Context: an optimization exercise on an open-source flow, tuned for small area, a short achievable clock period and few clock cycles. The choices shown serve that exercise and are no tape-out recipe.
At most, simulation tests tie the RTL to the original design; equivalence was not proved.
Power figures rest on the tool's default switching activity, not on a simulated workload.

== P ==
==> module sum_tree, before the edit <==
module sum_tree (
  input  logic               clk,
  input  logic               reset,
  input  logic               clear_sum,
  input  logic               row_valid,
  input  softmax_pkg::row_t  row_data,
  input  logic               load_m0,
  input  logic               load_m1,
  input  softmax_pkg::lane_t max_inv,
  output softmax_pkg::sum_t  sum
);
  localparam int W  = softmax_pkg::SUM_WIDTH;
  localparam int LW = softmax_pkg::LANE_WIDTH;
  localparam int PW = LW + 3;
  logic [PW-1:0] pair0, pair1;
  logic [PW-1:0] pair0_next, pair1_next;
  logic [PW-1:0] nmax4;
  logic          pc0, pc1;
  logic [W-1:0]  op_a, op_b, op_c;
  logic [W-1:0]  sum_next;
  logic [W-1:0]  t_s;
  logic [W:0]    t_c;
  assign nmax4 = {max_inv[LW-1], max_inv[LW-1], max_inv[LW-1:0], 2'b11};
  assign pair0_next = {{3{row_data[LW-1]}}, row_data[0 +: LW]} +
                      {{3{row_data[2*LW-1]}}, row_data[LW +: LW]};
  assign pair1_next = {{3{row_data[3*LW-1]}}, row_data[2*LW +: LW]} +
                      {{3{row_data[4*LW-1]}}, row_data[3*LW +: LW]};
  always_ff @(posedge clk) begin
    if (reset) begin
      pair0 <= '0;
      pair1 <= '0;
      pc0   <= 1'b0;
      pc1   <= 1'b0;
    end else begin
      pc0 <= !row_valid && load_m0;
      pc1 <= !row_valid && load_m1;
      if (row_valid) begin
        pair0 <= pair0_next;
        pair1 <= pair1_next;
      end else begin
        pair0 <= load_m0 ? nmax4 : '0;
        pair1 <= load_m1 ? nmax4 : '0;
      end
    end
  end
  assign op_a = sum;
  assign op_b = {{(W-PW){pair0[PW-1]}}, pair0};
  assign op_c = {{(W-PW){pair1[PW-1]}}, pair1};
  assign t_s = op_a ^ op_b ^ op_c;
  assign t_c = {((op_a & op_b) | (op_a & op_c) | (op_b & op_c)), pc0};
  pfx_add #(.W(W), .KS(1)) u_acc (.a(t_s), .b(t_c[W-1:0]), .cin(pc1), .s(sum_next));
  always_ff @(posedge clk) begin
    if (reset || clear_sum) begin
      sum <= '0;
    end else begin
      sum <= sum_next;
    end
  end
endmodule
==> module softmax_ctrl, before the edit <==
module softmax_ctrl (
  input  logic               clk,
  input  logic               reset,
  input  logic               start,
  input  softmax_pkg::addr_t start_addr,
  input  softmax_pkg::addr_t end_addr,
  input  logic               take_last,
  output logic               accept,
  output logic               advance,
  output logic [softmax_pkg::LANES-1:0] advance_c,
  output logic [softmax_pkg::LANES*(softmax_pkg::MAX_ROWS-1)-1:0] rd_slot,
  output logic               load_m0,
  output logic               load_m1,
  output logic               out_valid,
  output logic               busy,
  output logic               done
);
  localparam int R = softmax_pkg::MAX_ROWS;
  softmax_pkg::addr_t len;
  softmax_pkg::addr_t len_r;
  softmax_pkg::addr_t rows_left;
  softmax_pkg::addr_t m_left;
  logic one_row;
  logic late_done;
  assign accept  = start && !busy;
  assign len     = end_addr - start_addr;
  assign load_m0 = (m_left != '0);
  assign load_m1 = (m_left[softmax_pkg::ADDR_WIDTH-1:1] != '0);
  always_ff @(posedge clk) begin
    if (reset) begin
      busy      <= 1'b0;
      done      <= 1'b0;
      advance   <= 1'b0;
      advance_c <= '0;
      out_valid <= 1'b0;
      m_left    <= '0;
      late_done <= 1'b0;
    end else begin
      done      <= 1'b0;
      late_done <= 1'b0;
      out_valid <= advance;
      if (late_done) begin
        busy <= 1'b0;
        done <= 1'b1;
      end
      if (accept) begin
        if (start_addr == end_addr) begin
          done <= 1'b1;
        end else begin
          busy <= 1'b1;
        end
      end
      if (take_last) begin
        advance   <= 1'b1;
        advance_c <= '1;
        m_left    <= len_r;
      end else begin
        if (advance && rows_left == '0) begin
          advance   <= 1'b0;
          advance_c <= '0;
          if (one_row) begin
            late_done <= 1'b1;
          end else begin
            busy <= 1'b0;
            done <= 1'b1;
          end
        end
        m_left <= load_m1 ? m_left - 2'd2 : '0;
      end
    end
  end
  always_ff @(posedge clk) begin
    if (accept) begin
      len_r   <= len;
      one_row <= (len == 3'd1);
    end
    if (take_last) begin
      rows_left <= len_r - 1'b1;
      rd_slot   <= {softmax_pkg::LANES{{(R-2){1'b0}}, 1'b1}};
    end else if (advance) begin
      rows_left <= rows_left - 1'b1;
      for (int i = 0; i < softmax_pkg::LANES; i++)
        rd_slot[i*(R-1) +: R-1] <= {rd_slot[i*(R-1) +: R-2], 1'b0};
    end
  end
endmodule
clock: 5.5 ns
lec_check: 0
abc_area: 1
cap_margin: 20
core_margin: 2
core_utilization: 55
cts_buf_list: sky130_fd_sc_hd__clkbuf_8
setup_slack_margin: 3.0
slew_margin: 20
standard.sh (not shown) runs the stock make flow with config.mk's settings and CLKGATE_MAP_FILE= SYNTH_SCRIPT=/design/flow/synth_recipe.tcl, a recipe that flattens the netlist after the stock synthesis.
==> flow/flow/run.sh <==
#!/bin/bash
# The standard layout, with two changes to how it is made:
#  - ports are buffered with plain buffers (sky130_fd_sc_hd__buf_4) instead of
#    the delay cells buffer_ports picks by default;
#  - the resizer may change a cell's footprint when it sizes it.
# Synthesis is the standard one (standard.sh runs it unchanged).
set -euo pipefail
cd "$(dirname "$0")/.."
bash standard.sh \
  MATCH_CELL_FOOTPRINT=0 \
  "BUFFER_PORTS_ARGS=-buffer_cell sky130_fd_sc_hd__buf_4" \
  finish > flow_make.log 2>&1
Testbench counts of P, summed over its fixed seeds: cycles 20,322.
> inputs changed (P -> Q)
diff --git a/flow/design.v b/flow/design.v
--- a/flow/design.v
+++ b/flow/design.v
@@ -245,16 +245,24 @@
   logic          pc0, pc1;
   logic [W-1:0]  op_a, op_b, op_c;
   logic [W-1:0]  sum_next;
   logic [W-1:0]  t_s;
   logic [W:0]    t_c;
   assign nmax4 = {max_inv[LW-1], max_inv[LW-1], max_inv[LW-1:0], 2'b11};
-  assign pair0_next = {{3{row_data[LW-1]}}, row_data[0 +: LW]} +
-                      {{3{row_data[2*LW-1]}}, row_data[LW +: LW]};
-  assign pair1_next = {{3{row_data[3*LW-1]}}, row_data[2*LW +: LW]} +
-                      {{3{row_data[4*LW-1]}}, row_data[3*LW +: LW]};
+  pfx_add #(.W(PW), .KS(1)) u_pair0 (
+    .a   ({{3{row_data[LW-1]}}, row_data[0 +: LW]}),
+    .b   ({{3{row_data[2*LW-1]}}, row_data[LW +: LW]}),
+    .cin (1'b0),
+    .s   (pair0_next)
+  );
+  pfx_add #(.W(PW), .KS(1)) u_pair1 (
+    .a   ({{3{row_data[3*LW-1]}}, row_data[2*LW +: LW]}),
+    .b   ({{3{row_data[4*LW-1]}}, row_data[3*LW +: LW]}),
+    .cin (1'b0),
+    .s   (pair1_next)
+  );
   always_ff @(posedge clk) begin
     if (reset) begin
       pair0 <= '0;
       pair1 <= '0;
       pc0   <= 1'b0;
       pc1   <= 1'b0;
@@ -306,12 +314,13 @@
   softmax_pkg::addr_t len;
   softmax_pkg::addr_t len_r;
   softmax_pkg::addr_t rows_left;
   softmax_pkg::addr_t m_left;
   logic one_row;
   logic late_done;
+  logic [R-2:0] slot_a, slot_b, slot_an, slot_bn;
   assign accept  = start && !busy;
   assign len     = end_addr - start_addr;
   assign load_m0 = (m_left != '0);
   assign load_m1 = (m_left[softmax_pkg::ADDR_WIDTH-1:1] != '0);
   always_ff @(posedge clk) begin
     if (reset) begin
@@ -360,19 +369,32 @@
     if (accept) begin
       len_r   <= len;
       one_row <= (len == 3'd1);
     end
     if (take_last) begin
       rows_left <= len_r - 1'b1;
-      rd_slot   <= {softmax_pkg::LANES{{(R-2){1'b0}}, 1'b1}};
     end else if (advance) begin
       rows_left <= rows_left - 1'b1;
-      for (int i = 0; i < softmax_pkg::LANES; i++)
-        rd_slot[i*(R-1) +: R-1] <= {rd_slot[i*(R-1) +: R-2], 1'b0};
     end
   end
+  always_ff @(posedge clk) begin
+    if (take_last) begin
+      slot_a  <= {{(R-2){1'b0}}, 1'b1};
+      slot_b  <= {{(R-2){1'b0}}, 1'b1};
+      slot_an <= ~{{(R-2){1'b0}}, 1'b1};
+      slot_bn <= ~{{(R-2){1'b0}}, 1'b1};
+    end else begin
+      slot_b  <= {slot_b[R-3:0], 1'b0};
+      slot_bn <= {slot_bn[R-3:0], 1'b1};
+      if (advance) begin
+        slot_a  <= {slot_a[R-3:0], 1'b0};
+        slot_an <= {slot_an[R-3:0], 1'b1};
+      end
+    end
+  end
+  assign rd_slot = {~slot_bn, ~slot_an, slot_b, slot_a};
 endmodule
 `timescale 1ns/10ps
 module softmax_top (
   input  logic                   clk,
   input  logic                   reset,
   input  logic                   start,
Results
- Clock skew in Q is 0.020 ns lower than in P
- A critical path launch point of wb_rdata[16] is what P shows, while u_sum.pair1[0]$_SDFF_PP0_ belongs to Q.
- Between Q and P, the DRC violation count after routing figures differ only marginally.
- Setup slack, P and Q, higher one = P.
- On hold slack, the higher figure sits with P, not Q.
- The higher part of the power in the clock network came out of Q.
The RTL of Q was laid out without a check of its function.

## separate check: timing with driven ports
In the flow no input, the clock included, has a driving cell. The finished layouts below were timed again as built, in two steps.
Step 1: set_driving_cell puts a clkbuf_16 on clk and a buf_2 on each other input, an assumption about the parent block.
Step 2 also shifts input and output timing later by t, the mid clock arrival at the registers, as if the neighbouring blocks saw the same clock.
a / b / c = ideal ports / drivers / drivers and shift; a / b = the first two.
run | t, ns | setup WS [ns] | cell pins on the clock port's net
P | 0.765 | 2.859 / 2.854 / 2.089 | 1
Q | 0.796 | 2.760 / 2.760 / 2.094 | 1
After both steps every run listed still meets setup and hold. For P, which loses most, drivers alone change the setup slack by -0.005 ns; drivers and shift together by -0.770 ns.
